This design comes from an exercise in tuning for small area, a short achievable clock period and few clock cycles per item on the open sky130 flow, not from production work.
Only simulation tests tie the RTL to the original design; equivalence was not proved.

==> flow/design.v <==
package mb_pkg;
  localparam int BLOB_COUNT   = 10;
  localparam int FRAME_WIDTH  = 320;
  localparam int FRAME_HEIGHT = 200;
  localparam logic [1:0] MODE_LOAD    = 2'd0;
  localparam logic [1:0] MODE_ADVANCE = 2'd1;
  localparam logic [1:0] MODE_RENDER  = 2'd2;
  localparam logic [1:0] CFG_COLOR_MODE = 2'd0;
  localparam logic [1:0] CFG_ALPHA      = 2'd1;
  localparam logic [1:0] CFG_WAVE_GAIN  = 2'd2;
  localparam logic [24:0] SAT_HI = 25'h1FFFFFF;
endpackage
module mb_cell
(
  input  logic [24:0] blob_in,
  output logic [24:0] blob_out
);
  logic [8:0]         pos_x;
  logic [7:0]         pos_y;
  logic [5:0]         size;
  logic               dir_x, dir_y;
  logic signed [10:0] x, y, r, xo, yo;
  logic               fx, fy;
  assign {pos_x, pos_y, size, dir_x, dir_y} = blob_in;
  always_comb begin
    r  = 11'(size);
    x  = dir_x ? 11'(pos_x) - 11'sd1 : 11'(pos_x) + 11'sd1;
    y  = dir_y ? 11'(pos_y) - 11'sd1 : 11'(pos_y) + 11'sd1;
    xo = x;
    yo = y;
    fx = dir_x;
    fy = dir_y;
    if (x > 11'sd319 - r) begin
      xo = 11'sd319 - r;
      fx = ~dir_x;
    end else if (x < r) begin
      xo = r;
      fx = ~dir_x;
    end
    if (y > 11'sd199 - r) begin
      yo = 11'sd200 - r;
      fy = ~dir_y;
    end else if (y < r) begin
      yo = r;
      fy = ~dir_y;
    end
  end
  assign blob_out = {xo[8:0], yo[7:0], size, fx, fy};
endmodule
module mb_root
(
  input  logic        clk,
  input  logic        rst,
  input  logic        load,
  input  logic [15:0] ld_r,
  input  logic [19:0] ld_dp,
  input  logic [4:0]  ld_n,
  input  logic [1:0]  ld_x,
  input  logic        ld_force,
  input  logic        ld_sat,
  input  logic        ld_tag,
  input  logic        wavy,
  input  logic [23:0] stream,
  input  logic        grant,
  output logic        free,
  output logic        acc_req,
  output logic        first_req,
  output logic [24:0] q,
  output logic        q_tag
);
  logic        e_act, e_first, e_force, e_sat, e_tag, q_pend, e_one;
  logic [4:0]  e_cnt;
  logic [3:0]  e_c;
  logic [40:0] e_r;
  logic [40:0] e_p;
  logic [19:0] e_dp;
  logic [24:0] e_q;
  logic [1:0]  e_x, nx;
  logic        e_fin;
  logic [42:0] a;
  logic [43:0] c;
  logic        b;
  logic [40:0] r_nx;
  logic [40:0] p_nx;
  always_comb begin
    nx = 2'd0;
    if (wavy) begin
      case (e_c)
        4'd1:  nx = stream[21:20];
        4'd2:  nx = stream[19:18];
        4'd3:  nx = stream[17:16];
        4'd4:  nx = stream[15:14];
        4'd5:  nx = stream[13:12];
        4'd6:  nx = stream[11:10];
        4'd7:  nx = stream[9:8];
        4'd8:  nx = stream[7:6];
        4'd9:  nx = stream[5:4];
        4'd10: nx = stream[3:2];
        4'd11: nx = stream[1:0];
        default: nx = 2'd0;
      endcase
    end
    a    = {e_r, e_x};
    c    = {1'b0, a} - {1'b0, e_p, 2'b00} - 44'(e_dp);
    b    = ~c[43];
    r_nx = b ? c[40:0] : a[40:0];
    p_nx = b ? {e_p[39:0], 1'b0} + 41'(e_dp) : {e_p[39:0], 1'b0};
  end
  assign e_fin     = e_act && e_one;
  assign free      = !e_act || e_fin;
  assign acc_req   = q_pend && (!e_act || e_first);
  assign first_req = q_pend && e_act && e_first;
  assign q         = e_q;
  always_ff @(posedge clk) begin
    if (rst) begin
      e_act  <= 1'b0;
      q_pend <= 1'b0;
    end else begin
      if (grant) q_pend <= 1'b0;
      if (e_act) begin
        if (e_force)      e_q <= e_sat ? mb_pkg::SAT_HI : 25'd0;
        else if (e_first) e_q <= {24'd0, b};
        else              e_q <= {e_q[23:0], b};
        e_first <= 1'b0;
        if (e_fin) begin
          q_pend <= 1'b1;
          q_tag  <= e_tag;
        end
      end
      if (load) begin
        e_act   <= 1'b1;
        e_first <= 1'b1;
        e_dp    <= ld_dp;
        e_force <= ld_force;
        e_sat   <= ld_sat;
        e_tag   <= ld_tag;
      end else if (e_fin) begin
        e_act <= 1'b0;
      end
    end
  end
  always_ff @(posedge clk) begin
    if (load) begin
      e_r   <= 41'(ld_r);
      e_p   <= '0;
      e_cnt <= ld_n;
      e_one <= (ld_n == 5'd1);
      e_c   <= 4'd1;
      e_x   <= ld_x;
    end else begin
      e_r   <= r_nx;
      e_p   <= p_nx;
      e_x   <= nx;
      e_cnt <= e_cnt - 5'd1;
      e_one <= (e_cnt == 5'd2);
      if (e_c != 4'd12) e_c <= e_c + 4'd1;
    end
  end
endmodule
module mb_color
(
  input  logic [21:0] h,
  input  logic [2:0]  n,
  input  logic [21:0] u_in,
  input  logic [17:0] x_in,
  input  logic [7:0]  r1_in,
  output logic [21:0] u_out,
  output logic [17:0] x_out,
  output logic [7:0]  level,
  output logic [7:0]  y_out
);
  localparam logic [21:0] U = 22'd245760;
  logic [21:0] nu, t;
  logic [22:0] p;
  logic [12:0] y20;
  logic [8:0]  f2;
  always_comb begin
    nu = 22'(n) * U;
    t  = h + nu;
    u_out = (t >= 22'(6 * 245760)) ? t - 22'(6 * 245760) : t;
    if (u_in <= U)                    x_out = 18'(U - u_in);
    else if (u_in <= 22'(3 * 245760)) x_out = '0;
    else if (u_in <= 22'(4 * 245760)) x_out = 18'(u_in - 22'(3 * 245760));
    else                              x_out = 18'(U);
    p     = {x_in, 4'b0} + 23'(x_in);
    level = p[21:14];
    y20   = {r1_in, 4'b0} + {3'b0, r1_in, 2'b0};
    f2    = 9'(y20[12:8]) + 9'(y20[7:0]);
    y_out = (f2 >= 9'd255) ? 8'(f2 - 9'd255) : f2[7:0];
  end
endmodule
module metaball_pixel_generator
(
  input  logic        clk,
  input  logic        rst,
  input  logic        start,
  output logic        busy,
  input  logic [28:0] cmd_in,
  output logic        done,
  output logic [31:0] pixel_out,
  input  logic        cfg_write,
  input  logic [1:0]  cfg_index,
  input  logic [15:0] cfg_data
);
  logic [1:0]  color_mode;
  logic [7:0]  alpha_value;
  logic [15:0] wave_gain;
  always_ff @(posedge clk) begin
    if (rst) begin
      color_mode  <= 2'd0;
      alpha_value <= 8'd255;
      wave_gain   <= 16'd0;
    end else if (cfg_write) begin
      case (cfg_index)
        mb_pkg::CFG_COLOR_MODE: color_mode  <= cfg_data[1:0];
        mb_pkg::CFG_ALPHA:      alpha_value <= cfg_data[7:0];
        mb_pkg::CFG_WAVE_GAIN:  wave_gain   <= cfg_data;
        default: ;
      endcase
    end
  end
  logic mode1, wavy, gneg, gzero;
  assign mode1 = (color_mode == 2'd1);
  assign wavy  = color_mode[1];
  assign gneg  = wave_gain[15];
  assign gzero = (wave_gain == 16'd0);
  logic [1:0]  gp_st;
  logic [19:0] gb;
  logic [4:0]  glen;
  logic [4:0]  gi;
  logic        gbit;
  logic [39:0] ga2;
  logic [15:0] gabs;
  assign gabs = gneg ? 16'(-wave_gain) : wave_gain;
  always_ff @(posedge clk) begin
    if (rst) begin
      gp_st <= 2'd0;
    end else if (cfg_write && cfg_index == mb_pkg::CFG_WAVE_GAIN) begin
      gp_st <= 2'd1;
      glen  <= 5'd0;
    end else begin
      case (gp_st)
        2'd1: begin
          if (glen == 5'd0) begin
            gb   <= 20'(gabs);
            glen <= 5'd1;
          end else begin
            gb    <= {gb[15:0], 4'b0} + {1'b0, gb[15:0], 3'b0} + gb;
            glen  <= 5'd20;
            gp_st <= 2'd2;
          end
        end
        2'd2: begin
          if (gb == 20'd0) begin
            gp_st <= 2'd0;
          end else if (gb[19]) begin
            gp_st <= 2'd3;
            gi    <= 5'd18;
            gbit  <= 1'b1;
            ga2   <= '0;
          end else begin
            gb   <= {gb[18:0], 1'b0};
            glen <= glen - 5'd1;
          end
        end
        2'd3: begin
          ga2  <= {ga2[38:0], 1'b0} + (gbit ? 40'(gb) : 40'd0);
          gbit <= (gi != 5'd31) && gb[gi];
          gi   <= gi - 5'd1;
          if (gi == 5'd31) gp_st <= 2'd0;
        end
        default: ;
      endcase
    end
  end
  logic [24:0] ring [mb_pkg::BLOB_COUNT];
  logic [24:0] head, adv_blob, tail_in;
  assign head = ring[0];
  mb_cell u_adv (.blob_in(head), .blob_out(adv_blob));
  logic        cur_v;
  logic [28:0] cur;
  logic [3:0]  rot;
  logic [3:0]  ofs;
  logic        busy_r;
  logic [1:0]  cmode, in_mode;
  logic [3:0]  cidx, in_idx, ofs_next;
  logic        is_render, is_adv, is_load, is_nop, ld_hit, rotate, rot_last, fin;
  logic        fetch, accept, busy_next, in_quick;
  logic        s0_free;
  logic        f_tag;
  logic [1:0]  inuse;
  assign cmode     = cur[28:27];
  assign cidx      = cur[26:23];
  assign is_render = cur_v && (cmode == mb_pkg::MODE_RENDER);
  assign is_adv    = cur_v && (cmode == mb_pkg::MODE_ADVANCE);
  assign is_load   = cur_v && (cmode == mb_pkg::MODE_LOAD) && (cidx < 4'd10);
  assign is_nop    = cur_v && ((cmode == 2'd3) || ((cmode == mb_pkg::MODE_LOAD) && (cidx >= 4'd10)));
  assign ld_hit    = is_load && (ofs == cidx);
  assign rot_last  = (rot == 4'd9);
  assign fetch     = is_render && s0_free && (gp_st == 2'd0) && !(rot == 4'd0 && inuse[f_tag]);
  assign rotate    = fetch || is_adv || is_load;
  assign fin       = is_nop || ld_hit || (is_adv && rot_last) || (fetch && rot_last);
  assign tail_in   = ld_hit ? {cur[22:14], cur[13:6], cur[5:0], 2'b00} :
                     is_adv ? adv_blob : head;
  assign accept    = start && !busy_r;
  assign ofs_next  = is_load ? ((ofs == 4'd9) ? 4'd0 : ofs + 4'd1) : ofs;
  assign in_mode   = cmd_in[28:27];
  assign in_idx    = cmd_in[26:23];
  assign in_quick  = (in_mode == 2'd3) ||
                     ((in_mode == mb_pkg::MODE_LOAD) && ((in_idx >= 4'd10) || (in_idx == ofs_next)));
  always_comb begin
    if (accept)
      busy_next = !in_quick;
    else if (cur_v && !fin)
      busy_next = !((is_adv && rot == 4'd8) || (is_load && ofs_next == cidx));
    else
      busy_next = 1'b0;
  end
  assign busy = busy_r;
  always_ff @(posedge clk) begin
    if (rotate) begin
      for (int i = 0; i < mb_pkg::BLOB_COUNT - 1; i++) ring[i] <= ring[i + 1];
      ring[mb_pkg::BLOB_COUNT - 1] <= tail_in;
    end
  end
  always_ff @(posedge clk) begin
    if (rst) begin
      cur_v  <= 1'b0;
      busy_r <= 1'b0;
      ofs    <= 4'd0;
      rot    <= 4'd0;
    end else begin
      ofs    <= ofs_next;
      busy_r <= busy_next;
      if (fetch || is_adv) rot <= rot_last ? 4'd0 : rot + 4'd1;
      if (accept) begin
        cur   <= cmd_in;
        cur_v <= 1'b1;
        rot   <= 4'd0;
      end else if (fin) begin
        cur_v <= 1'b0;
      end
    end
  end
  logic        s0_v, s0_first, s0_tag;
  logic [8:0]  s0_dx;
  logic [7:0]  s0_dy;
  logic [5:0]  s0_sz;
  logic signed [9:0] fdx;
  logic signed [8:0] fdy;
  logic        s0_to_s1;
  assign fdx = $signed({1'b0, cur[22:14]}) - $signed({1'b0, head[24:16]});
  assign fdy = $signed({1'b0, cur[13:6]})  - $signed({1'b0, head[15:8]});
  assign s0_free = !s0_v || s0_to_s1;
  always_ff @(posedge clk) begin
    if (rst) begin
      s0_v <= 1'b0;
    end else if (fetch) begin
      s0_v    <= 1'b1;
      s0_dx   <= fdx[9] ? 9'(-fdx) : fdx[8:0];
      s0_dy   <= fdy[8] ? 8'(-fdy) : fdy[7:0];
      s0_sz    <= head[7:2];
      s0_first <= (rot == 4'd0);
      s0_tag   <= f_tag;
    end else if (s0_to_s1) begin
      s0_v <= 1'b0;
    end
  end
  logic [9:0] pxy [2];
  always_ff @(posedge clk) begin
    if (rst)                   f_tag <= 1'b0;
    else if (fetch && rot_last) f_tag <= ~f_tag;
    if (fetch && rot == 4'd0) pxy[f_tag] <= 10'(cur[22:14]) + 10'(cur[13:6]);
  end
  logic        s1_v, s1_first, s1_tag, s1_zero;
  logic [9:0]  s1_xhh;
  logic [8:0]  s1_xhl;
  logic [7:0]  s1_xll;
  logic [7:0]  s1_yhh, s1_yhl, s1_yll;
  logic [11:0] s1_sq;
  logic [3:0]  s1_lb;
  logic        s1_to_s2;
  logic [8:0]  sb;
  logic [11:0] ssq;
  logic [3:0]  slb;
  always_comb begin
    sb  = mode1 ? 9'({s0_sz, 2'b0}) + 9'(s0_sz) : 9'(s0_sz);
    slb = 4'd0;
    for (int i = 0; i < 9; i++) if (sb[i]) slb = 4'(i + 1);
    ssq = s0_sz * s0_sz;
  end
  always_ff @(posedge clk) begin
    if (rst) begin
      s1_v <= 1'b0;
    end else if (s0_to_s1) begin
      s1_v     <= 1'b1;
      s1_xhh   <= s0_dx[8:4] * s0_dx[8:4];
      s1_xhl   <= s0_dx[8:4] * s0_dx[3:0];
      s1_xll   <= s0_dx[3:0] * s0_dx[3:0];
      s1_yhh   <= s0_dy[7:4] * s0_dy[7:4];
      s1_yhl   <= s0_dy[7:4] * s0_dy[3:0];
      s1_yll   <= s0_dy[3:0] * s0_dy[3:0];
      s1_sq    <= ssq;
      s1_lb    <= slb;
      s1_zero  <= wavy ? gzero : (s0_sz == 6'd0);
      s1_first <= s0_first;
      s1_tag   <= s0_tag;
    end else if (s1_to_s2) begin
      s1_v <= 1'b0;
    end
  end
  logic        s2_v, s2_first, s2_tag, s2_zero;
  logic [18:0] s2_d;
  logic [17:0] s2_bn2;
  logic signed [5:0] s2_ls8;   
  logic        s2_to_s3;
  logic [17:0] b2;
  assign b2 = mode1 ? {s1_sq, 4'b0} + {1'b0, s1_sq, 3'b0} + 18'(s1_sq) : 18'(s1_sq);
  always_ff @(posedge clk) begin
    if (rst) begin
      s2_v <= 1'b0;
    end else if (s1_to_s2) begin
      s2_v     <= 1'b1;
      s2_d     <= {1'b0, s1_xhh, 8'd0} + {5'd0, s1_xhl, 5'd0} + 19'(s1_xll)
                + {3'b0, s1_yhh, 8'd0} + {6'd0, s1_yhl, 5'd0} + 19'(s1_yll);
      s2_bn2   <= b2 << {4'd9 - s1_lb, 1'b0};
      s2_ls8   <= wavy ? $signed({1'b0, glen}) - 6'sd5
                       : $signed({2'b0, s1_lb}) + (mode1 ? 6'sd8 : 6'sd4);
      s2_zero  <= s1_zero;
      s2_first <= s1_first;
      s2_tag   <= s1_tag;
    end else if (s2_to_s3) begin
      s2_v <= 1'b0;
    end
  end
  logic        s3_v, s3_first, s3_tag, s3_force, s3_sat;
  logic [19:0] s3_dp;
  logic [15:0] s3_r;
  logic [1:0]  s3_x;
  logic [4:0]  s3_n;
  logic        s3_to_e;
  logic [4:0]  ld;
  logic [3:0]  v0;
  logic signed [6:0] n0;
  logic [19:0] dpn;
  logic        fz, fs;
  always_comb begin
    ld = 5'd0;
    for (int i = 0; i < 19; i++) if (s2_d[i]) ld = 5'(i + 1);
    v0  = (ld >= 5'd18) ? 4'd0 : 4'((5'd18 - ld) >> 1);
    n0  = 7'(s2_ls8) + $signed({3'b0, v0});
    dpn = 20'(s2_d) << {v0, 1'b0};
    fz  = s2_zero || (n0 <= 7'sd0 && s2_d != 19'd0);
    fs  = !s2_zero && (s2_d == 19'd0);
  end
  always_ff @(posedge clk) begin
    if (rst) begin
      s3_v <= 1'b0;
    end else if (s2_to_s3) begin
      s3_v     <= 1'b1;
      s3_dp    <= dpn;
      s3_r     <= wavy ? ga2[39:24] : s2_bn2[17:2];
      s3_x     <= wavy ? ga2[23:22] : s2_bn2[1:0];
      s3_n     <= (fz || fs) ? 5'd1 : 5'(n0);
      s3_force <= fz || fs;
      s3_sat   <= fs;
      s3_first <= s2_first;
      s3_tag   <= s2_tag;
    end else if (s3_to_e) begin
      s3_v <= 1'b0;
    end
  end
  localparam int K = 7;
  logic [K-1:0]  e_free, e_req, e_freq, e_load, e_grant;
  logic [24:0]   e_q   [K];
  logic [K-1:0]  e_qtag;
  logic          disp_ok;
  assign disp_ok = s3_v;
  always_comb begin
    e_load = '0;
    for (int j = K - 1; j >= 0; j--) begin
      if (e_free[j]) e_load = K'(1) << j;
    end
    if (!disp_ok) e_load = '0;
  end
  assign s3_to_e  = s3_v && (|e_free);
  assign s2_to_s3 = s2_v && (!s3_v || s3_to_e);
  assign s1_to_s2 = s1_v && (!s2_v || s2_to_s3);
  assign s0_to_s1 = s0_v && (!s1_v || s1_to_s2);
  always_comb begin
    e_grant = '0;
    if (|e_freq) begin
      e_grant = e_freq;
    end else begin
      for (int j = K - 1; j >= 0; j--) begin
        if (e_req[j]) e_grant = K'(1) << j;
      end
    end
  end
  for (genvar j = 0; j < K; j++) begin : g_eng
    mb_root u_root (
      .clk       (clk),
      .rst       (rst),
      .load      (e_load[j]),
      .ld_r      (s3_r),
      .ld_dp     (s3_dp),
      .ld_n      (s3_n),
      .ld_x      (s3_x),
      .ld_force  (s3_force),
      .ld_sat    (s3_sat),
      .ld_tag    (s3_tag),
      .wavy      (wavy),
      .stream    (ga2[23:0]),
      .grant     (e_grant[j]),
      .free      (e_free[j]),
      .acc_req   (e_req[j]),
      .first_req (e_freq[j]),
      .q         (e_q[j]),
      .q_tag     (e_qtag[j])
    );
  end
  logic [28:0] acc [2];   
  logic [3:0]  cnt [2];
  logic        ctag, c_start;
  logic [24:0] gq, aq;
  logic        gtag, atag, av;
  logic [3:0]  c_st;
  always_comb begin
    gq   = '0;
    gtag = 1'b0;
    for (int j = 0; j < K; j++) begin
      if (e_grant[j]) begin
        gq   = e_q[j];
        gtag = e_qtag[j];
      end
    end
  end
  always_ff @(posedge clk) begin
    aq   <= gq;
    atag <= gtag;
  end
  assign c_start = (cnt[ctag] == 4'd10) && (c_st == 4'd0);
  always_ff @(posedge clk) begin
    if (rst) begin
      av      <= 1'b0;
      acc[0]  <= '0;
      acc[1]  <= '0;
      cnt[0]  <= '0;
      cnt[1]  <= '0;
      inuse   <= '0;
      ctag    <= 1'b0;
    end else begin
      av   <= |e_grant;
      if (av) begin
        acc[atag] <= acc[atag] + 29'(aq);
        cnt[atag] <= cnt[atag] + 4'd1;
      end
      if (c_start) begin
        acc[ctag]   <= '0;
        cnt[ctag]   <= '0;
        inuse[ctag] <= 1'b0;
        ctag        <= ~ctag;
      end
      if (fetch && rot == 4'd0) inuse[f_tag] <= 1'b1;
    end
  end
  localparam logic [25:0] H_LO = 26'(20 * 4096);
  localparam logic [25:0] H_HI = 26'(360 * 4096);
  logic [30:0]        c_s;
  logic [28:0]        c_sig;
  logic [9:0]         c_pxy;
  logic [21:0]        c_u;
  logic [17:0]        c_x;
  logic signed [30:0] ts;
  logic signed [30:0] sv;
  logic [21:0]        hh;
  logic [2:0]         cn;
  logic [21:0]        u_nx;
  logic [17:0]        x_nx;
  logic [7:0]         lvl, y_nx, red0;
  logic [8:0]         f1;
  logic [12:0]        kk;
  logic [19:0]        bl;
  logic [7:0]         px_r, px_g, px_b;
  logic               done_r;
  assign c_sig = acc[ctag];
  assign c_pxy = pxy[ctag];
  always_comb begin
    if (wavy && gneg)
      ts = $signed({9'd0, c_pxy, 12'd0}) - $signed({2'b0, c_sig});
    else
      ts = $signed(wavy ? {9'd0, c_pxy, 12'd0} : 31'd0) + $signed({2'b0, c_sig});
    if ($signed(c_s) > 31'sd33554431)       sv = 31'sd33554431;
    else if ($signed(c_s) < -31'sd33554432) sv = -31'sd33554432;
    else                                    sv = c_s;
    if ($signed(c_s) < $signed(31'(H_LO)))      hh = 22'(H_LO);
    else if ($signed(c_s) > $signed(31'(H_HI))) hh = 22'(H_HI);
    else                                        hh = c_s[21:0];
    kk = c_s[24:12];
    f1 = 9'(kk[12:8]) + 9'(kk[7:0]);
    bl = 20'd131072 + {c_s[14:0], 5'b0} + {c_s[15:0], 4'b0} + {c_s[18:0], 1'b0};
    red0 = (c_x[7:0] == 8'd0) ? 8'd0 : 8'd255 - c_x[7:0];
    case (c_st)
      4'd4:    cn = 3'd3;
      4'd5:    cn = 3'd1;
      default: cn = 3'd5;
    endcase
  end
  mb_color u_color (
    .h      (c_s[21:0]),
    .n      (cn),
    .u_in   (c_u),
    .x_in   (c_x),
    .r1_in  (c_u[7:0]),
    .u_out  (u_nx),
    .x_out  (x_nx),
    .level  (lvl),
    .y_out  (y_nx)
  );
  always_ff @(posedge clk) begin
    if (rst) begin
      c_st   <= 4'd0;
      done_r <= 1'b0;
    end else begin
      done_r <= 1'b0;
      case (c_st)
        4'd0: if (c_start) begin
          c_s  <= ts;
          c_st <= 4'd1;
        end
        4'd1: begin
          c_s  <= sv;
          c_st <= 4'd2;
        end
        4'd2: begin
          if (color_mode == 2'd0) begin
            px_b <= bl[19:12];
            c_st <= 4'd6;
          end else begin
            c_s  <= 31'(hh);
            c_st <= 4'd3;
          end
        end
        4'd3: c_st <= 4'd4;        
        4'd4: c_st <= 4'd5;        
        4'd5: begin                
          px_r <= lvl;
          c_st <= 4'd7;
        end
        4'd7: begin                
          px_g <= lvl;
          c_st <= 4'd9;
        end
        4'd9: begin                
          px_b   <= lvl;
          done_r <= 1'b1;
          c_st   <= 4'd0;
        end
        4'd6: c_st <= 4'd8;        
        4'd8: begin
          px_r   <= red0;
          px_g   <= 8'd255 - red0;
          done_r <= 1'b1;
          c_st   <= 4'd0;
        end
        default: c_st <= 4'd0;
      endcase
    end
  end
  always_ff @(posedge clk) begin
    c_u <= (c_st == 4'd2) ? 22'((f1 >= 9'd255) ? 8'(f1 - 9'd255) : f1[7:0]) : u_nx;
    c_x <= (c_st == 4'd6) ? 18'(y_nx) : x_nx;
  end
  assign done      = done_r;
  assign pixel_out = {px_r, px_g, px_b, alpha_value};
endmodule
==> flow/flow/run.sh <==
#!/bin/bash
# Standard layout, with timing repair aiming for extra setup slack so the
# achieved period shrinks below the fixed 12 ns constraint.
set -euo pipefail
bash standard.sh SETUP_SLACK_MARGIN=7.5 finish > standard_flow.log 2>&1
==> flow/standard.sh <==
#!/bin/bash
# synth_recipe.tcl (not shown) runs the flow's synth.tcl, then flattens the netlist and writes it again
# the make line also repeats each setting of config.mk as NAME=value (left out here)
make -C /OpenROAD-flow-scripts/flow DESIGN_CONFIG=/design/flow/config.mk WORK_HOME=/design/flow/orfs CLKGATE_MAP_FILE= SYNTH_SCRIPT=/design/flow/synth_recipe.tcl "${@:-finish}"
==> flow/config.mk <==
export PLATFORM = sky130hd
export DESIGN_NAME = metaball_pixel_generator
export DESIGN_NICKNAME = metaball_pixel_generator
export VERILOG_FILES = /design/flow/design.v
export SDC_FILE = /design/flow/constraint.sdc
export NUM_CORES = 4
export LEC_CHECK = 0
export CAP_MARGIN = 20
export CORE_MARGIN = 2
export CORE_UTILIZATION = 40
export SLEW_MARGIN = 20
==> flow/constraint.sdc <==
create_clock -name core_clock -period 12.0 [get_ports {clk}]
set_input_delay 2.4000 -clock core_clock [delete_from_list [all_inputs] [get_ports {clk}]]
set_output_delay 2.4000 -clock core_clock [all_outputs]
set_load 0.01 [all_outputs]
==> tab_implementation.tex, run 1 <==
\begin{tabular}{lr}
\hline
Metric & Value \\
\hline
\multicolumn{2}{l}{\textbf{Run status}} \\
\quad Status & no timing/DRC/antenna violations \\
\multicolumn{2}{l}{\textbf{Logic synthesis}} \\
\quad Synth Area per Inst & 9.27 µm² \\
\quad Post-synth EDFFs & 953 \\
\quad Post-synth design cell area & 116,000 µm² \\
\quad Count of cell types in the netlist & 119 \\
\quad Top post-synthesis cells by count & sky130\_fd\_sc\_hd\_\_nand2\_1, sky130\_fd\_sc\_hd\_\_inv\_1, sky130\_fd\_sc\_hd\_\_ha\_1, sky130\_fd\_sc\_hd\_\_a21oi\_1, sky130\_fd\_sc\_hd\_\_edfxtp\_1 \\
\quad Share of flip-flops with an asynchronous set or reset after synthesis & 0\% \\
\quad Cell with the most instances after synthesis & sky130\_fd\_sc\_hd\_\_nand2\_1 \\
\quad Register area share after synthesis & 39.4\% \\
\quad Yosys warning count & 7 \\
\quad Biggest area contributors in the synthesized netlist & sky130\_fd\_sc\_hd\_\_edfxtp\_1, sky130\_fd\_sc\_hd\_\_dfxtp\_1, sky130\_fd\_sc\_hd\_\_ha\_1, sky130\_fd\_sc\_hd\_\_a21oi\_1, sky130\_fd\_sc\_hd\_\_nand2\_1 \\
\quad Commonest register cell after synthesis & sky130\_fd\_sc\_hd\_\_edfxtp\_1 \\
\quad Total of flip-flops plus latches after synthesis & 1,810 \\
\quad Gate count after technology mapping & 12,500 \\
\quad Proportion of netlist area held by the largest area contributor & 24.6\% \\
\quad Library cell with the largest summed area after synthesis & sky130\_fd\_sc\_hd\_\_edfxtp\_1 \\
\multicolumn{2}{l}{\textbf{Route}} \\
\quad Vias after detailed routing & 88,800 \\
\quad Count of unresolved DRC violations after routing & 0 \\
\quad Antenna Violating Nets Remaining & 0 \\
\quad DR vias/cell & 5.39 \\
\quad First-pass DRT Iterations & 8 \\
\quad Detailed Route Iter0 Violations & 6,809 \\
\quad Total wire length after detailed routing & 296 mm \\
\quad Routed wire length per instance & 18.0 µm \\
\multicolumn{2}{l}{\textbf{Timing}} \\
\quad Final TNS setup & 0 ps \\
\quad Worst max-slew margin expressed relative to the limit & 24.8\% \\
\quad Final period demand of the worst path & 4450 ps \\
\quad Max Clock Skew & 103 ps \\
\quad Unrepaired setup endpoints after global routing & yes \\
\quad Slew of the pin with the lowest slew margin & 1130 ps \\
\quad Count of endpoints failing hold in the final timing report & 0 \\
\quad Final period utilization & 37.1\% \\
\quad Final max-slew violation count & 0 \\
\quad Hold WS & 401 ps \\
\quad Fmax achieved & 225 MHz \\
\quad Setup-failing EPs final & 0 \\
\quad Final worst-path setup slack & 7550 ps \\
\multicolumn{2}{l}{\textbf{Flow run}} \\
\quad Max-cap viol count & 0 \\
\multicolumn{2}{l}{\textbf{Setup path}} \\
\quad Worst reg2reg endpoint & s3\_n[0] \\
\quad Bufs and invs on worst path & 2 \\
\quad Cell with the largest stage delay on the worst path & sky130\_fd\_sc\_hd\_\_or3\_4 \\
\quad Biggest cell delay along the critical path & 430 ps \\
\quad Slack of the worst reg-to-reg path & 7550 ps \\
\quad Crit path max-delay family & simple AND/OR/NAND/NOR gates \\
\quad Maximum fanout along the worst path & 5 \\
\quad WS Path Type & register to register \\
\quad R2R Path Start & s2\_d[2] \\
\quad Endpoint arrival time on the critical path & 5130 ps \\
\quad Cells along the critical path & nor2\_1 > nor3\_1 > nor3\_1 > nor3\_1 > o31ai\_1 > a211oi\_2 > or3\_4 > ha\_4 > nor2\_4 > nor2\_2 > or2\_4 > clkinv\_8 > ha\_4 > inv\_2 > fa\_2 > nor2b\_2 > o21ai\_1 > nand2b\_1 > xnor2\_2 > and4b\_1 > nand3\_1 > nand4b\_1 > or2\_4 \\
\quad Element type at the critical path start & register \\
\quad Cell repeated most along the worst path & sky130\_fd\_sc\_hd\_\_nor3\_1 \\
\quad CP Data Required Time & 12,680 ps \\
\quad Critical path endpoint category & register \\
\quad Length in cells of the worst reg-to-reg path & 23 \\
\multicolumn{2}{l}{\textbf{Floorplanning}} \\
\quad Count of standard-cell rows & 197 \\
\quad I/O pin count & 85 \\
\quad Die extent in y & 543 µm \\
\quad Floorplan die area & 295,000 µm² \\
\quad Horizontal die dimension & 543 µm \\
\quad Core area & 288,000 µm² \\
\quad Initial standard-cell utilization of the core & 40.3\% \\
\multicolumn{2}{l}{\textbf{Clock tree}} \\
\quad Clock Latency Late Sink & 920 ps \\
\quad Buffers from clock root to sink, at most & 4 \\
\quad CTS tree & built \\
\quad Clock buffer count from CTS & 208 \\
\quad Number of buffers inserted by hold repair at cts & 0 \\
\quad Clock-pin slew on the worst setup and hold paths & 60 ps \\
\quad \# clock sinks & 1,810 \\
\quad H-Tree Level Count & 4 \\
\quad Clock root buffer & sky130\_fd\_sc\_hd\_\_clkbuf\_16 \\
\multicolumn{2}{l}{\textbf{Place}} \\
\quad Final HPWL DP & 205 mm \\
\quad Number of buffers inserted by port buffering & 84 \\
\quad Post-Place Worst Slack & 6370 ps \\
\quad Routability congestion estimate & 0.854 \\
\quad Number of placed instances, taps included & 16,000 \\
\multicolumn{2}{l}{\textbf{GRT}} \\
\quad Largest net degree at the start of global routing & 98 \\
\quad Number of global-route vias before repair & 84,600 \\
\quad Congestion Overflow GR & 0 \\
\quad Global-route usage over all layers & 19.5\% \\
\quad Wire length of the first global-routing pass & 469 mm \\
\quad Antenna violations before repair & 21 \\
\multicolumn{2}{l}{\textbf{Final layout}} \\
\quad Share of post-route cells with drive strength above 1 & 6.37\% \\
\quad Utilization of the core after routing & 44.7\% \\
\quad Layout-stage area growth over the synthesis result & 11.0\% \\
\quad Count of placed standard cells in the final layout, fillers left out & 16,500 \\
\quad Number of nets in the final layout & 13,800 \\
\multicolumn{2}{l}{\textbf{Min path}} \\
\quad End point of the most critical hold path & g\_eng[4].u\_root.e\_r[20] \\
\quad Beginning of the worst hold path & g\_eng[4].u\_root.e\_r[18] \\
\quad Min-Delay Path Depth & 2 \\
\quad Kind of path behind the tightest hold check & register to register \\
\hline
\end{tabular}
[worst max path at each step]
| stage | startpoint | slack (ps) | cells after the start | endpoint |
|---|---|---|---|---|
| floorplan | rst | 7210 | 3 | s1_lb[0] |
| global placement | s2_d[1] | 6360 | 21 | s3_n[0] |
| detailed placement | s2_d[1] | 6370 | 21 | s3_n[0] |
| CTS | s2_d[2] | 7290 | 23 | s3_n[0] |
| global route | s2_d[2] | 7280 | 23 | s3_n[0] |
| finish | s2_d[2] | 7550 | 23 | s3_n[0] |
[per-layer routing]
metal / part of all wire [%] / global-route usage [%] / up-vias
met5: 0 / 0 / -
met4: 2.5 / 4.79 / 0
met3: 5.0 / 2.05 / 378
met2: 45 / 31.1 / 1937
met1: 48 / 28.2 / 42200
li1: - / - / 44300
[kinds of logic (layout without fill, tap and decap cells)]
logic type	count (synthesis)	in the layout	synth area share, %
AND/OR/NAND/NOR	3641	3643	14.8
AO/OA/AOI/OAI	3178	3178	17.5
flip-flops	1810	1810	39.4
buffers and inverters	1674	1822	5.56
adder cells (fa/ha/maj)	1250	1250	15.0
XOR/XNOR	729	730	5.51
multiplexers	246	246	2.25
other	2	9	0.00647
[worst min-delay path, stage by stage (launching register included)]
cell                      delay (ps)
sky130_fd_sc_hd__dfxtp_1         310
sky130_fd_sc_hd__nand2_1          50
sky130_fd_sc_hd__a21oi_1          50
[cell usage in the layout (no fill, tap or decap), types with 128 or more instances in the layout]
cell / instances
sky130_fd_sc_hd__nand2_1: 1318
sky130_fd_sc_hd__inv_1: 1185
sky130_fd_sc_hd__ha_1: 1013
sky130_fd_sc_hd__a21oi_1: 999
sky130_fd_sc_hd__edfxtp_1: 953
sky130_fd_sc_hd__nor2_1: 856
sky130_fd_sc_hd__dfxtp_1: 849
sky130_fd_sc_hd__o21ai_0: 557
sky130_fd_sc_hd__xnor2_1: 498
sky130_fd_sc_hd__a21o_1: 405
sky130_fd_sc_hd__nand3_1: 251
sky130_fd_sc_hd__fa_1: 228
sky130_fd_sc_hd__xor2_1: 225
sky130_fd_sc_hd__clkbuf_16: 215
sky130_fd_sc_hd__nor3_1: 180
sky130_fd_sc_hd__a31oi_1: 158
sky130_fd_sc_hd__mux2i_1: 157
sky130_fd_sc_hd__and2_1: 147
sky130_fd_sc_hd__buf_4: 132
sky130_fd_sc_hd__o211ai_1: 129
sky130_fd_sc_hd__and3_1: 128
[per-stage QoR]
stage          cell area [µm²]
3_3_place_gp            121000
6_report                129000
4_1_cts                 128000
5_1_grt                 129000
2_1_floorplan           116000
3_5_place_dp            121000
[what timing repair did]
item	CTS	global route
buffers inserted	10	28
pin swaps	9	39
resized for setup	39	99
gates cloned	3	7
endpoints found under the setup margin	296	353
[flip-flops by register name, indices dropped and copies added, names as in the netlist, 17 cells and up, named ones only]
signal              flops
g_eng.u_root.e_p      287
g_eng.u_root.e_r      287
ring                  250
g_eng.u_root.e_q      175
g_eng.u_root.e_dp     140
acc                    58
ga2                    40
g_eng.u_root.e_cnt     35
c_s                    31
cur                    29
g_eng.u_root.e_c       28
aq                     25
c_u                    22
gb                     20
pxy                    20
s3_dp                  20
s2_d                   19
c_x                    18
s2_bn2                 17
[area by class of cell]
type | count | area (µm²)
Tap cell | 3781 | 4730
Fill cell | 27700 | 159000
Clock inverter | 113 | 1310
Multi-Input combinational cell | 9049 | 64600
Sequential cell | 1810 | 45800
Clock buffer | 273 | 5660
Antenna cell | 7 | 17.5
Inverter | 1196 | 4510
Timing Repair Buffer | 240 | 2320
Testbench counts, summed over its fixed seeds: cycles 33,561, pixels 1,568.
==> run 2: changes to the inputs <==
--- a/flow/design.v
+++ b/flow/design.v
@@ -255,8 +255,8 @@
             gp_st <= 2'd0;
           end else if (gb[19]) begin
             gp_st <= 2'd3;
-            gi    <= 5'd18;
-            gbit  <= 1'b1;
+            gi    <= 5'd1;
+            gbit  <= gb[0];
             ga2   <= '0;
           end else begin
             gb   <= {gb[18:0], 1'b0};
@@ -264,10 +264,10 @@
           end
         end
         2'd3: begin
-          ga2  <= {ga2[38:0], 1'b0} + (gbit ? 40'(gb) : 40'd0);
-          gbit <= (gi != 5'd31) && gb[gi];
-          gi   <= gi - 5'd1;
-          if (gi == 5'd31) gp_st <= 2'd0;
+          ga2  <= {21'(ga2[39:20]) + (gbit ? 21'(gb) : 21'd0), ga2[19:1]};
+          gbit <= (gi < 5'd20) && gb[gi];
+          gi   <= gi + 5'd1;
+          if (gi == 5'd20) gp_st <= 2'd0;
         end
         default: ;
       endcase
@@ -439,15 +439,14 @@
   logic [1:0]  s3_x;
   logic [4:0]  s3_n;
   logic        s3_to_e;
-  logic [4:0]  ld;
   logic [3:0]  v0;
   logic signed [6:0] n0;
   logic [19:0] dpn;
   logic        fz, fs;
   always_comb begin
-    ld = 5'd0;
-    for (int i = 0; i < 19; i++) if (s2_d[i]) ld = 5'(i + 1);
-    v0  = (ld >= 5'd18) ? 4'd0 : 4'((5'd18 - ld) >> 1);
+    v0 = 4'd9;
+    for (int k = 0; k < 9; k++) if (s2_d[2 * k +: 2] != 2'b00) v0 = 4'(8 - k);
+    if (s2_d[18]) v0 = 4'd0;
     n0  = 7'(s2_ls8) + $signed({3'b0, v0});
     dpn = 20'(s2_d) << {v0, 1'b0};
     fz  = s2_zero || (n0 <= 7'sd0 && s2_d != 19'd0);
==> run 2 against run 1 <==
  * Die area shrank 1.3%
  * Non-clock buffer count fell by 21
  * Register-to-register slack improved by 130 ps
  * Sequential cell count did not move
  * Worst setup slack better by 130 ps
  * Highest routed layer is now met5
  * Maximum frequency up 3.0%
==> tab_implementation.tex, run 2 <==
\begin{tabular}{lr}
\hline
Metric & Value \\
\hline
\multicolumn{2}{l}{\textbf{Run status}} \\
\quad Status & no timing/DRC/antenna violations \\
\multicolumn{2}{l}{\textbf{Timing}} \\
\quad Final period demand of the worst path & 4320 ps (-131 ps) \\
\quad Final TNS setup & 0 ps (unchanged) \\
\quad Setup-failing EPs final & 0 (unchanged) \\
\quad Final max-slew violation count & 0 (unchanged) \\
\quad Count of endpoints failing hold in the final timing report & 0 (unchanged) \\
\quad Fmax achieved & 232 MHz (+3.0\%) \\
\quad Worst max-slew margin expressed relative to the limit & 18.8\% (-6.0 points) \\
\quad Final period utilization & 36.0\% (-1.1 points) \\
\quad Max Clock Skew & 72.0 ps (-30.6 ps) \\
\quad Slew of the pin with the lowest slew margin & 1200 ps (+79.8 ps) \\
\quad Unrepaired setup endpoints after global routing & yes \\
\multicolumn{2}{l}{\textbf{Logic synthesis}} \\
\quad Cell with the most instances after synthesis & sky130\_fd\_sc\_hd\_\_inv\_1 \\
\quad Top post-synthesis cells by count & sky130\_fd\_sc\_hd\_\_inv\_1, sky130\_fd\_sc\_hd\_\_nor2\_1, sky130\_fd\_sc\_hd\_\_ha\_1, sky130\_fd\_sc\_hd\_\_nand2\_1, sky130\_fd\_sc\_hd\_\_a21oi\_1 \\
\quad Post-synth EDFFs & 953 (unchanged) \\
\quad Register area share after synthesis & 39.9\% (+0.52 points) \\
\quad Count of cell types in the netlist & 116 (-2.5\%) \\
\quad Proportion of netlist area held by the largest area contributor & 25.0\% (+0.32 points) \\
\quad Synth Area per Inst & 9.41 µm² (+1.6\%) \\
\quad Share of flip-flops with an asynchronous set or reset after synthesis & 0\% (unchanged) \\
\quad Biggest area contributors in the synthesized netlist & sky130\_fd\_sc\_hd\_\_edfxtp\_1, sky130\_fd\_sc\_hd\_\_dfxtp\_1, sky130\_fd\_sc\_hd\_\_ha\_1, sky130\_fd\_sc\_hd\_\_a21oi\_1, sky130\_fd\_sc\_hd\_\_fa\_1 \\
\quad Post-synth design cell area & 115,000 µm² (-1.3\%) \\
\quad Library cell with the largest summed area after synthesis & sky130\_fd\_sc\_hd\_\_edfxtp\_1 \\
\quad Commonest register cell after synthesis & sky130\_fd\_sc\_hd\_\_edfxtp\_1 \\
\quad Gate count after technology mapping & 12,200 (-2.8\%) \\
\quad Total of flip-flops plus latches after synthesis & 1,810 (unchanged) \\
\quad Yosys warning count & 7 (unchanged) \\
\multicolumn{2}{l}{\textbf{Final layout}} \\
\quad Share of post-route cells with drive strength above 1 & 5.99\% (-0.38 points) \\
\quad Most frequent cells in the layout & sky130\_fd\_sc\_hd\_\_inv\_1, sky130\_fd\_sc\_hd\_\_nor2\_1, sky130\_fd\_sc\_hd\_\_ha\_1 \\
\quad Leading registers by flop count & g\_eng.u\_root.e\_p: 287 flops, g\_eng.u\_root.e\_r: 287 flops, ring: 250 flops \\
\quad Filler Cell Count & 27,500 (-0.98\%) \\
\quad Most common cell after layout, fill and taps aside & sky130\_fd\_sc\_hd\_\_inv\_1 \\
\quad Layout-stage area growth over the synthesis result & 10.5\% \\
\quad Post-route cell area & 127,000 µm² (-1.7\%) \\
\quad Number of nets in the final layout & 13,400 (-2.8\%) \\
\multicolumn{2}{l}{\textbf{Setup path}} \\
\quad Endpoint arrival time on the critical path & 5090 ps (-40 ps) \\
\quad WS Path Type & register to register \\
\quad Bufs and invs on worst path & 1 (-1) \\
\quad Cells along the critical path & inv\_1 > fa\_1 > ha\_1 > o211ai\_1 > a2111oi\_0 > o41ai\_2 > o211ai\_1 > a21oi\_1 > a21oi\_1 > nand3\_1 > a21oi\_1 > mux2\_2 > o21ai\_0 \\
\quad Element type at the critical path start & register \\
\quad Biggest cell delay along the critical path & 720 ps (+290 ps) \\
\quad Crit path max-delay family & compound AO/OA/AOI/OAI gates \\
\quad Cell repeated most along the worst path & sky130\_fd\_sc\_hd\_\_a21oi\_1 \\
\quad Cell with the largest stage delay on the worst path & sky130\_fd\_sc\_hd\_\_a2111oi\_0 \\
\quad CP Data Required Time & 12,770 ps (+90 ps) \\
\quad Maximum fanout along the worst path & 5 (unchanged) \\
\quad Critical path endpoint category & register \\
\multicolumn{2}{l}{\textbf{Floorplanning}} \\
\quad Die extent in y & 539 µm (-0.64\%) \\
\quad I/O pin count & 85 (unchanged) \\
\quad Core area & 285,000 µm² (-1.2\%) \\
\quad Horizontal die dimension & 539 µm (-0.64\%) \\
\quad Initial standard-cell utilization of the core & 40.2\% (-0.043 points) \\
\quad Count of standard-cell rows & 196 (-0.51\%) \\
\quad Floorplan die area & 291,000 µm² (-1.3\%) \\
\multicolumn{2}{l}{\textbf{Clock tree}} \\
\quad Clock Latency Late Sink & 900 ps (-20 ps) \\
\quad Clock root buffer & sky130\_fd\_sc\_hd\_\_clkbuf\_16 \\
\quad Clock-pin slew on the worst setup and hold paths & 60 ps (about the same) \\
\quad Number of buffers inserted by hold repair at cts & 0 (unchanged) \\
\quad H-Tree Level Count & 4 (unchanged) \\
\quad Buffers from clock root to sink, at most & 4 (unchanged) \\
\quad Clock buffer count from CTS & 208 (unchanged) \\
\quad \# clock sinks & 1,810 (unchanged) \\
\quad CTS tree & built \\
\multicolumn{2}{l}{\textbf{Route}} \\
\quad DR vias/cell & 5.34 (-1.1\%) \\
\quad First-pass DRT Iterations & 7 (-1) \\
\quad Vias after detailed routing & 85,700 (-3.5\%) \\
\quad Count of unresolved DRC violations after routing & 0 (unchanged) \\
\quad Total wire length after detailed routing & 293 mm (-0.90\%) \\
\quad Met3 layer wire length in the routed design & 15.7 mm (+6.6\%) \\
\quad Highest layer used for signal routing & met5 \\
\quad Routed wire length per instance & 18.2 µm (+1.6\%) \\
\quad Detailed Route Iter0 Violations & 6,416 (-5.8\%) \\
\quad Metal2 WL & 131 mm (-0.13\%) \\
\quad Met1 WL & 140 mm (-1.7\%) \\
\quad Antenna Violating Nets Remaining & 0 (unchanged) \\
\multicolumn{2}{l}{\textbf{GRT}} \\
\quad Number of global-route vias before repair & 82,100 (-3.0\%) \\
\quad Congestion Overflow GR & 0 (unchanged) \\
\quad Global-route usage over all layers & 19.5\% (about the same) \\
\quad Antenna violations before repair & 25 (+19\%) \\
\quad Wire length of the first global-routing pass & 461 mm (-1.6\%) \\
\quad Largest net degree at the start of global routing & 204 (+110\%) \\
\multicolumn{2}{l}{\textbf{Flow run}} \\
\quad Max-cap viol count & 0 (unchanged) \\
\multicolumn{2}{l}{\textbf{Place}} \\
\quad Routability congestion estimate & 0.872 (+2.0\%) \\
\quad Placed cell areas & 119,000 µm² (-1.3\%) \\
\quad Final HPWL DP & 205 mm (-0.14\%) \\
\quad Number of buffers inserted by port buffering & 84 (unchanged) \\
\multicolumn{2}{l}{\textbf{Min path}} \\
\quad Kind of path behind the tightest hold check & register to register \\
\hline
\end{tabular}
-- run 2: worst paths after layout --
kind	from	endpoint	slack [ps]	cells past startpoint
worst max-delay path	g_eng[5].u_root.e_dp[4]	g_eng[5].u_root.e_r[38]	7680	13
worst min-delay path	ring[8][1]	ring[7][1]	410	0
worst max register to register	g_eng[5].u_root.e_dp[4]	g_eng[5].u_root.e_r[38]	7680	13
worst min register to register	ring[8][1]	ring[7][1]	410	0
-- run 2: metal layers --
layer	vias to the layer above	GRT usage (%)
met5	-	0
met1	40800	27.9
met4	2	4.36
li1	42700	-
met2	1826	31.3
met3	378	2.41
-- run 2: cell type report --
type,count,area (µm²),share of cell area [%]
multi-input cells,8746,63100,49.8
flip-flops and latches,1810,45800,36.1
clock buffers,288,5730,4.52
well taps,3762,4710,3.72
inverters,1141,4290,3.39
repair buffers,219,2090,1.65
clock inverters,96,1010,0.800
diodes,5,12.5,0.00988
-- run 2: metrics by stage --
step	utilization, %	hold WS, ps	instances	setup slack (ps)
2_1_floorplan	-	400	12200	7240
3_3_place_gp	41.8	401	15700	6550
3_5_place_dp	41.8	405	15700	6390
4_1_cts	44.3	397	16000	7500
5_1_grt	44.4	422	16100	7450
6_report	44.5	414	16100	7680
-- run 2: kinds of logic (layout without fill, tap and decap cells) --
kind of cell	after synthesis	after routing	synth area share (%)
XOR/XNOR	784	787	6.00
multiplexers	305	305	2.83
flip-flops	1810	1810	39.9
buffers and inverters	1627	1744	5.58
AND/OR/NAND/NOR	3479	3479	14.3
adder cells (fa/ha/maj)	1247	1247	15.1
AO/OA/AOI/OAI	2925	2925	16.3
other	2	8	0.00655
-- run 2: timing repair --
action	in CTS	in global routing
resized for setup	18	62
endpoints found under the setup margin	478	479
buffers inserted	6	14
pin swaps	2	5
gates cloned	3	4
Testbench counts of run 2, summed over its fixed seeds: cycles 33,561, pixels 1,568.
==> run 3: changes to the inputs <==
--- a/flow/design.v
+++ b/flow/design.v
@@ -469,7 +469,7 @@
       s3_v <= 1'b0;
     end
   end
-  localparam int K = 7;
+  localparam int K = 8;
   logic [K-1:0]  e_free, e_req, e_freq, e_load, e_grant;
   logic [24:0]   e_q   [K];
   logic [K-1:0]  e_qtag;
==> run 3 against run 2 <==
  * Critical endpoint is now g_eng[0].u_root.e_p[27]
  * Clock skew is 21 ps higher
  * Via count rose by 9.7%
  * Global-route usage grew 0.14 points
  * Count of clock-buffer cells in the layout up 17
  * Worst setup slack worse by 80 ps
  * Cell area is 9.4% higher
  * Critical path depth is 2 higher
  * First-iteration DRC count up 9.8%
  * Sequential share of layout area shrank 0.62 points
==> tab_implementation.tex, run 3 <==
\begin{tabular}{lr}
\hline
Metric & Value \\
\hline
\multicolumn{2}{l}{\textbf{Final layout}} \\
\quad Leading registers by flop count & g\_eng.u\_root.e\_p: 328 flops, g\_eng.u\_root.e\_r: 328 flops, ring: 250 flops \\
\quad Most common cell after layout, fill and taps aside & sky130\_fd\_sc\_hd\_\_inv\_1 \\
\quad Filler Cell Count & 29,800 (+8.6\%) \\
\quad Most frequent cells in the layout & sky130\_fd\_sc\_hd\_\_inv\_1, sky130\_fd\_sc\_hd\_\_nand2\_1, sky130\_fd\_sc\_hd\_\_ha\_1 \\
\quad Number of nets in the final layout & 14,700 (+9.7\%) \\
\quad Utilization of the core after routing & 44.8\% (+0.40 points) \\
\quad Share of post-route cells with drive strength above 1 & 6.51\% (+0.52 points) \\
\quad Area of combinational cells with multiple inputs & 68,900 µm² (+9.3\%) \\
\quad Layout-stage area growth over the synthesis result & 11.5\% \\
\quad Post-route cell area & 139,000 µm² (+9.4\%) \\
\quad Area used by sequential logic in the layout & 49,200 µm² (+7.5\%) \\
\multicolumn{2}{l}{\textbf{Timing}} \\
\quad Setup-failing EPs final & 0 (unchanged) \\
\quad Final period demand of the worst path & 4400 ps (+80.0 ps) \\
\quad Final max-slew violation count & 0 (unchanged) \\
\quad Hold WS & 364 ps (-50.6 ps) \\
\quad Max Clock Skew & 92.7 ps (+20.6 ps) \\
\quad Slew of the pin with the lowest slew margin & 1200 ps (-3.45 ps) \\
\quad Final period utilization & 36.7\% (+0.67 points) \\
\quad Worst max-slew margin expressed relative to the limit & 19.9\% (+1.1 points) \\
\quad Unrepaired setup endpoints after global routing & yes \\
\quad Count of endpoints failing hold in the final timing report & 0 (unchanged) \\
\quad Final TNS setup & 0 ps (unchanged) \\
\quad Fmax achieved & 227 MHz (-1.8\%) \\
\multicolumn{2}{l}{\textbf{Setup path}} \\
\quad WS Path Type & register to register \\
\quad Maximum fanout along the worst path & 11 (+6) \\
\quad Endpoint arrival time on the critical path & 5150 ps (+60 ps) \\
\quad Critical path endpoint category & register \\
\quad Element type at the critical path start & register \\
\quad CP Data Required Time & 12,750 ps (-20 ps) \\
\multicolumn{2}{l}{\textbf{Clock tree}} \\
\quad Clock buffer count from CTS & 226 (+8.7\%) \\
\quad \# clock sinks & 1,956 (+8.1\%) \\
\quad H-Tree Level Count & 4 (unchanged) \\
\quad Clock-pin slew on the worst setup and hold paths & 60 ps (about the same) \\
\quad CTS tree & built \\
\quad Clock Latency Late Sink & 930 ps (+30 ps) \\
\quad Clock root buffer & sky130\_fd\_sc\_hd\_\_clkbuf\_16 \\
\quad Buffers from clock root to sink, at most & 4 (unchanged) \\
\multicolumn{2}{l}{\textbf{Floorplanning}} \\
\quad Horizontal die dimension & 561 µm (+4.1\%) \\
\quad I/O pin count & 85 (unchanged) \\
\quad Floorplan die area & 315,000 µm² (+8.3\%) \\
\quad Initial standard-cell utilization of the core & 40.2\% (about the same) \\
\quad Core area & 309,000 µm² (+8.4\%) \\
\quad Count of standard-cell rows & 204 (+4.1\%) \\
\quad Die extent in y & 561 µm (+4.1\%) \\
\multicolumn{2}{l}{\textbf{Route}} \\
\quad Antenna Violating Nets Remaining & 0 (unchanged) \\
\quad Total wire length after detailed routing & 319 mm (+8.7\%) \\
\quad Routed wire length per instance & 18.1 µm (-1.0\%) \\
\quad First-pass DRT Iterations & 8 (+1) \\
\quad DR vias/cell & 5.33 (-0.15\%) \\
\quad Count of unresolved DRC violations after routing & 0 (unchanged) \\
\quad Detailed Route Iter0 Violations & 7,046 (+9.8\%) \\
\quad Vias after detailed routing & 94,000 (+9.7\%) \\
\multicolumn{2}{l}{\textbf{GRT}} \\
\quad Congestion Overflow GR & 0 (unchanged) \\
\quad Antenna violations before repair & 22 (-12\%) \\
\quad Largest net degree at the start of global routing & 90 (-56\%) \\
\quad Number of global-route vias before repair & 90,300 (+9.9\%) \\
\quad Wire length of the first global-routing pass & 504 mm (+9.1\%) \\
\quad Global-route usage over all layers & 19.7\% (+0.14 points) \\
\multicolumn{2}{l}{\textbf{Place}} \\
\quad Placed cell areas & 129,000 µm² (+8.6\%) \\
\quad Final HPWL DP & 220 mm (+7.4\%) \\
\quad Routability congestion estimate & 0.862 (-1.1\%) \\
\quad Number of buffers inserted by port buffering & 84 (unchanged) \\
\multicolumn{2}{l}{\textbf{Flow run}} \\
\quad Max-cap viol count & 0 (unchanged) \\
\multicolumn{2}{l}{\textbf{Logic synthesis}} \\
\quad Library cell with the largest summed area after synthesis & sky130\_fd\_sc\_hd\_\_edfxtp\_1 \\
\quad Count of cell types in the netlist & 111 (-4.3\%) \\
\quad Top post-synthesis cells by count & sky130\_fd\_sc\_hd\_\_inv\_1, sky130\_fd\_sc\_hd\_\_nand2\_1, sky130\_fd\_sc\_hd\_\_ha\_1, sky130\_fd\_sc\_hd\_\_nor2\_1, sky130\_fd\_sc\_hd\_\_a21oi\_1 \\
\quad Post-synth design cell area & 124,000 µm² (+8.3\%) \\
\quad Proportion of netlist area held by the largest area contributor & 24.3\% (-0.71 points) \\
\quad Gate count after technology mapping & 13,400 (+9.7\%) \\
\quad Synth Area per Inst & 9.30 µm² (-1.2\%) \\
\quad Commonest register cell after synthesis & sky130\_fd\_sc\_hd\_\_edfxtp\_1 \\
\quad Share of flip-flops with an asynchronous set or reset after synthesis & 0\% (unchanged) \\
\quad Register area share after synthesis & 39.6\% (-0.32 points) \\
\quad Yosys warning count & 7 (unchanged) \\
\quad Post-synth EDFFs & 1,003 (+5.2\%) \\
\quad Biggest area contributors in the synthesized netlist & sky130\_fd\_sc\_hd\_\_edfxtp\_1, sky130\_fd\_sc\_hd\_\_dfxtp\_1, sky130\_fd\_sc\_hd\_\_ha\_1, sky130\_fd\_sc\_hd\_\_a21oi\_1, sky130\_fd\_sc\_hd\_\_fa\_1 \\
\quad Total of flip-flops plus latches after synthesis & 1,956 (+8.1\%) \\
\quad Cell with the most instances after synthesis & sky130\_fd\_sc\_hd\_\_inv\_1 \\
\multicolumn{2}{l}{\textbf{Min path}} \\
\quad Kind of path behind the tightest hold check & register to register \\
\multicolumn{2}{l}{\textbf{Run status}} \\
\quad Status & no timing/DRC/antenna violations \\
\hline
\end{tabular}
run 3: cell count changes in the layout (fill, tap and decap cells not counted), moves of 50 or more:
cell,before,now
sky130_fd_sc_hd__a21oi_1,965,1083
sky130_fd_sc_hd__inv_1,1132,1267
sky130_fd_sc_hd__a21o_1,414,496
sky130_fd_sc_hd__dfxtp_1,854,949
sky130_fd_sc_hd__nand2_1,999,1235
sky130_fd_sc_hd__edfxtp_1,953,1003
sky130_fd_sc_hd__ha_1,1016,1105
sky130_fd_sc_hd__xnor2_1,496,550
sky130_fd_sc_hd__o21ai_0,536,587
run 3: repair_timing:
action	CTS	global route
setup endpoints to repair	666	596
resized for setup	58	68
setup buffers	10	28
cloned	10	5
hold buffers	0	0
pin swaps	13	14
run 3: worst paths after layout:
path         cells after the start  slack (ps)                      end                     from
max reg2reg                     15        7600  g_eng[0].u_root.e_p[27]  g_eng[0].u_root.e_dp[5]
max                             15        7600  g_eng[0].u_root.e_p[27]  g_eng[0].u_root.e_dp[5]
min reg2reg                      2         360  g_eng[2].u_root.e_r[40]  g_eng[2].u_root.e_r[38]
min                              2         360  g_eng[2].u_root.e_r[40]  g_eng[2].u_root.e_r[38]
run 3: area by class of cell:
class / count / area share [%]
Antenna cell: 9 / 0.0163
Multi-Input combinational cell: 9593 / 49.8
Tap cell: 4120 / 3.72
Sequential cell: 1956 / 35.5
Clock buffer: 305 / 4.75
Clock inverter: 119 / 0.913
Inverter: 1275 / 3.46
Timing Repair Buffer: 267 / 1.85
run 3: worst max-delay path, stage by stage (launching register included):
cell and delay (ps):
sky130_fd_sc_hd__edfxtp_1 400, sky130_fd_sc_hd__inv_1 90, sky130_fd_sc_hd__fa_1 430, sky130_fd_sc_hd__ha_1 350, sky130_fd_sc_hd__or3_1 380, sky130_fd_sc_hd__nor3b_1 170
sky130_fd_sc_hd__a21oi_2 250, sky130_fd_sc_hd__a211oi_2 180, sky130_fd_sc_hd__o2111ai_2 310, sky130_fd_sc_hd__nand2_1 180, sky130_fd_sc_hd__a31o_1 280, sky130_fd_sc_hd__a311o_2 460
sky130_fd_sc_hd__buf_4 220, sky130_fd_sc_hd__or2_1 290, sky130_fd_sc_hd__o211ai_1 200, sky130_fd_sc_hd__o31ai_1 100
run 3: cell families after synthesis:
group	after synthesis	share of synthesized area [%]
AO/OA/AOI/OAI	3239	16.5
XOR/XNOR	851	6.01
adder cells (fa/ha/maj)	1357	15.2
buffers and inverters	1816	5.58
flip-flops	1956	39.6
multiplexers	308	2.62
other	2	0.00605
AND/OR/NAND/NOR	3827	14.4
run 3: metrics by stage:
stage                     setup WS (ps)  cells
after global placement             6510  17200
after detailed placement           6420  17200
after CTS                          7470  17600
final                              7600  17600
after global routing               7470  17600
after floorplan                    7400  13400
run 3: metal layers:
metal | routed length [µm] | GRT usage, %
met3 | 15400 | 2.35
met2 | 141000 | 31.3
met1 | 154000 | 28.1
met5 | 0 | 0
met4 | 8150 | 5.23
Testbench counts of run 3, summed over its fixed seeds: cycles 31,069, pixels 1,568.
==> run 4: changes to the inputs <==
--- a/flow/design.v
+++ b/flow/design.v
@@ -469,7 +469,7 @@
       s3_v <= 1'b0;
     end
   end
-  localparam int K = 8;
+  localparam int K = 7;
   logic [K-1:0]  e_free, e_req, e_freq, e_load, e_grant;
   logic [24:0]   e_q   [K];
   logic [K-1:0]  e_qtag;
==> flow/flow/run.sh (replaced) <==
#!/bin/bash
# Standard layout, with timing repair aiming for extra setup slack so the
# achieved period shrinks below the fixed 12 ns constraint, and free to
# resize cells across footprints while doing so.
set -euo pipefail
bash standard.sh SETUP_SLACK_MARGIN=7.6 MATCH_CELL_FOOTPRINT=0 finish > standard_flow.log 2>&1
==> run 4 against run 3 <==
  * Cell area is 8.1% lower
  * Maximum frequency is 3.8% higher
  * Sequential cell count is 146 lower
  * Die area fell by 7.7%
  * Area after synthesis fell by 7.7%
  * Clock skew fell by 16 ps
  * Cell count shrank 8.8%
==> tab_implementation.tex, run 4 <==
\begin{tabular}{lr}
\hline
Metric & Value \\
\hline
\multicolumn{2}{l}{\textbf{Logic synthesis}} \\
\quad Biggest area contributors in the synthesized netlist & sky130\_fd\_sc\_hd\_\_edfxtp\_1, sky130\_fd\_sc\_hd\_\_dfxtp\_1, sky130\_fd\_sc\_hd\_\_ha\_1, sky130\_fd\_sc\_hd\_\_a21oi\_1, sky130\_fd\_sc\_hd\_\_fa\_1 \\
\quad Library cell with the largest summed area after synthesis & sky130\_fd\_sc\_hd\_\_edfxtp\_1 \\
\quad Proportion of netlist area held by the largest area contributor & 25.0\% (+0.71 points) \\
\quad Count of cell types in the netlist & 116 (+4.5\%) \\
\quad Share of flip-flops with an asynchronous set or reset after synthesis & 0\% (unchanged) \\
\quad Synth Area per Inst & 9.41 µm² (+1.2\%) \\
\quad Post-synth EDFFs & 953 (-5.0\%) \\
\quad Commonest register cell after synthesis & sky130\_fd\_sc\_hd\_\_edfxtp\_1 \\
\quad Gate count after technology mapping & 12,200 (-8.8\%) \\
\quad Top post-synthesis cells by count & sky130\_fd\_sc\_hd\_\_inv\_1, sky130\_fd\_sc\_hd\_\_nor2\_1, sky130\_fd\_sc\_hd\_\_ha\_1, sky130\_fd\_sc\_hd\_\_nand2\_1, sky130\_fd\_sc\_hd\_\_a21oi\_1 \\
\multicolumn{2}{l}{\textbf{Min path}} \\
\quad Kind of path behind the tightest hold check & register to register \\
\multicolumn{2}{l}{\textbf{Run status}} \\
\quad Status & no timing/DRC/antenna violations \\
\multicolumn{2}{l}{\textbf{Place}} \\
\quad Number of buffers inserted by port buffering & 84 (unchanged) \\
\quad Placed cell areas & 119,000 µm² (-7.9\%) \\
\quad Final HPWL DP & 205 mm (-7.1\%) \\
\multicolumn{2}{l}{\textbf{Timing}} \\
\quad Setup-failing EPs final & 0 (unchanged) \\
\quad Final period utilization & 35.3\% (-1.4 points) \\
\quad Hold WS & 412 ps (+48.2 ps) \\
\quad Final period demand of the worst path & 4240 ps (-163 ps) \\
\quad Final worst-path setup slack & 7760 ps (+163 ps) \\
\multicolumn{2}{l}{\textbf{Clock tree}} \\
\quad Buffers from clock root to sink, at most & 4 (unchanged) \\
\quad CTS tree & built \\
\quad H-Tree Level Count & 4 (unchanged) \\
\quad \# clock sinks & 1,810 (-7.5\%) \\
\quad Clock Latency Late Sink & 910 ps (-20 ps) \\
\multicolumn{2}{l}{\textbf{Setup path}} \\
\quad WS Path Type & register to register \\
\quad Critical path endpoint category & register \\
\quad Element type at the critical path start & register \\
\quad CP Data Required Time & 12,680 ps (-70 ps) \\
\quad Maximum fanout along the worst path & 5 (-6) \\
\multicolumn{2}{l}{\textbf{Route}} \\
\quad Count of unresolved DRC violations after routing & 0 (unchanged) \\
\quad Routed wire length per instance & 18.3 µm (+1.4\%) \\
\quad Antenna Violating Nets Remaining & 0 (unchanged) \\
\quad Total wire length after detailed routing & 295 mm (-7.5\%) \\
\quad Detailed Route Iter0 Violations & 6,717 (-4.7\%) \\
\multicolumn{2}{l}{\textbf{Final layout}} \\
\quad Area of combinational cells with multiple inputs & 63,100 µm² (-8.5\%) \\
\quad Filler Cell Count & 27,600 (-7.6\%) \\
\quad Leading registers by flop count & g\_eng.u\_root.e\_p: 287 flops, g\_eng.u\_root.e\_r: 287 flops, ring: 250 flops \\
\quad Number of nets in the final layout & 13,400 (-8.7\%) \\
\quad Post-route cell area & 127,000 µm² (-8.1\%) \\
\quad Most common cell after layout, fill and taps aside & sky130\_fd\_sc\_hd\_\_inv\_1 \\
\quad Layout-stage area growth over the synthesis result & 11.1\% \\
\multicolumn{2}{l}{\textbf{GRT}} \\
\quad Wire length of the first global-routing pass & 465 mm (-7.7\%) \\
\quad Antenna violations before repair & 24 (+9.1\%) \\
\multicolumn{2}{l}{\textbf{Floorplanning}} \\
\quad Initial standard-cell utilization of the core & 40.2\% (about the same) \\
\quad Floorplan die area & 291,000 µm² (-7.7\%) \\
\quad Core area & 285,000 µm² (-7.7\%) \\
\quad Die extent in y & 539 µm (-3.9\%) \\
\quad Count of standard-cell rows & 196 (-3.9\%) \\
\hline
\end{tabular}
-- run 4: worst paths after layout --
| kind | startpoint | to | slack [ps] | depth (start not counted) |
|---|---|---|---|---|
| max | g_eng[0].u_root.e_dp[8] | g_eng[0].u_root.e_r[40] | 7760 | 14 |
| min | ring[3][12] | ring[2][12] | 410 | 0 |
| max reg2reg | g_eng[0].u_root.e_dp[8] | g_eng[0].u_root.e_r[40] | 7760 | 14 |
| min reg2reg | ring[3][12] | ring[2][12] | 410 | 0 |
-- run 4: worst max-delay path: stages (launching register included) --
cell                       delay (ps)
sky130_fd_sc_hd__edfxtp_1         390
sky130_fd_sc_hd__inv_1             90
sky130_fd_sc_hd__fa_1             430
sky130_fd_sc_hd__ha_1             370
sky130_fd_sc_hd__a211o_1          330
sky130_fd_sc_hd__and2_4           150
sky130_fd_sc_hd__o311a_1          380
sky130_fd_sc_hd__o21ai_2          250
sky130_fd_sc_hd__o21ai_2          160
sky130_fd_sc_hd__a2111o_1         460
sky130_fd_sc_hd__a31oi_2          260
sky130_fd_sc_hd__o221ai_2         170
sky130_fd_sc_hd__a221o_1          360
sky130_fd_sc_hd__mux2i_1          190
sky130_fd_sc_hd__a21oi_1           80
-- run 4: cell families (layout without fill, tap and decap cells) --
kind of cell	Yosys count	after routing	synth area share [%]
AND/OR/NAND/NOR	3479	3480	14.3
AO/OA/AOI/OAI	2925	2926	16.3
flip-flops	1810	1810	39.9
buffers and inverters	1627	1764	5.58
adder cells (fa/ha/maj)	1247	1247	15.1
XOR/XNOR	784	785	6.00
multiplexers	305	305	2.83
other	2	14	0.00655
-- run 4: layout make-up --
class                   count  share of cell area [%]
diodes                     11                  0.0216
clock buffers             285                    4.66
clock inverters           102                   0.936
inverters                1141                    3.37
multi-input cells        8746                    49.6
flip-flops and latches   1810                    36.0
well taps                3762                    3.70
repair buffers            236                    1.78
-- run 4: through the flow --
| step | std cells |
|---|---|
| floorplan | 12200 |
| global placement | 15700 |
| detailed placement | 15700 |
| CTS | 16100 |
| global route | 16100 |
| finish | 16100 |
-- run 4: timing repair --
action                                  CTS  global route
gates cloned                              3             5
pin swaps                                 2            13
buffers inserted                          7            21
resized for setup                        40            73
hold endpoints to repair                  0             0
endpoints found under the setup margin  510           431
hold buffers                              0             0
-- run 4: metal layers --
metal	wire, µm	track usage, %	vias up	share of wire (%)
met5	13	0	-	0.0044
met4	5910	4.22	2	2.0
met3	16600	2.58	369	5.6
met2	131000	31.1	1936	45
met1	141000	28.4	41100	48
li1	-	-	42800	-
Testbench counts of run 4, summed over its fixed seeds: cycles 33,561, pixels 1,568.

## port drivers added, routing unchanged
The flow's constraints put no driver on any port. The routed layouts listed below were extracted and timed again, unchanged, in two steps.
Step 1 sets driving cells, clkbuf_16 on the clock port and buf_2 on the other inputs (assumed; they add their load-dependent delay and slew).
Step 2 adds t to the input delays and takes it off the output delays; t is the mean of the earliest and latest rising clock arrival at the registers after step 1. Input paths then give back, and output paths get back, about the clock's delay inside the block.
Three values: no drivers, after step 1, after step 2; two values: the first two.
run	t, ns	slack for setup (ns)	hold WS [ns]	clock arrival spread, ns
run 1	0.983	7.549 / 7.549 / 7.005	0.401 / 0.401 / 0.401	0.117 / 0.118
run 2	0.976	7.680 / 7.680 / 7.082	0.414 / 0.414 / 0.414	0.073 / 0.073
run 3	0.984	7.600 / 7.600 / 6.869	0.364 / 0.364 / 0.364	0.094 / 0.093
run 4	0.968	7.763 / 7.709 / 7.267	0.412 / 0.412 / 0.412	0.083 / 0.084
After both steps every run listed still meets setup and hold. For run 3, which loses most, drivers alone change the setup slack by 0.000 ns; drivers and shift together by -0.731 ns.
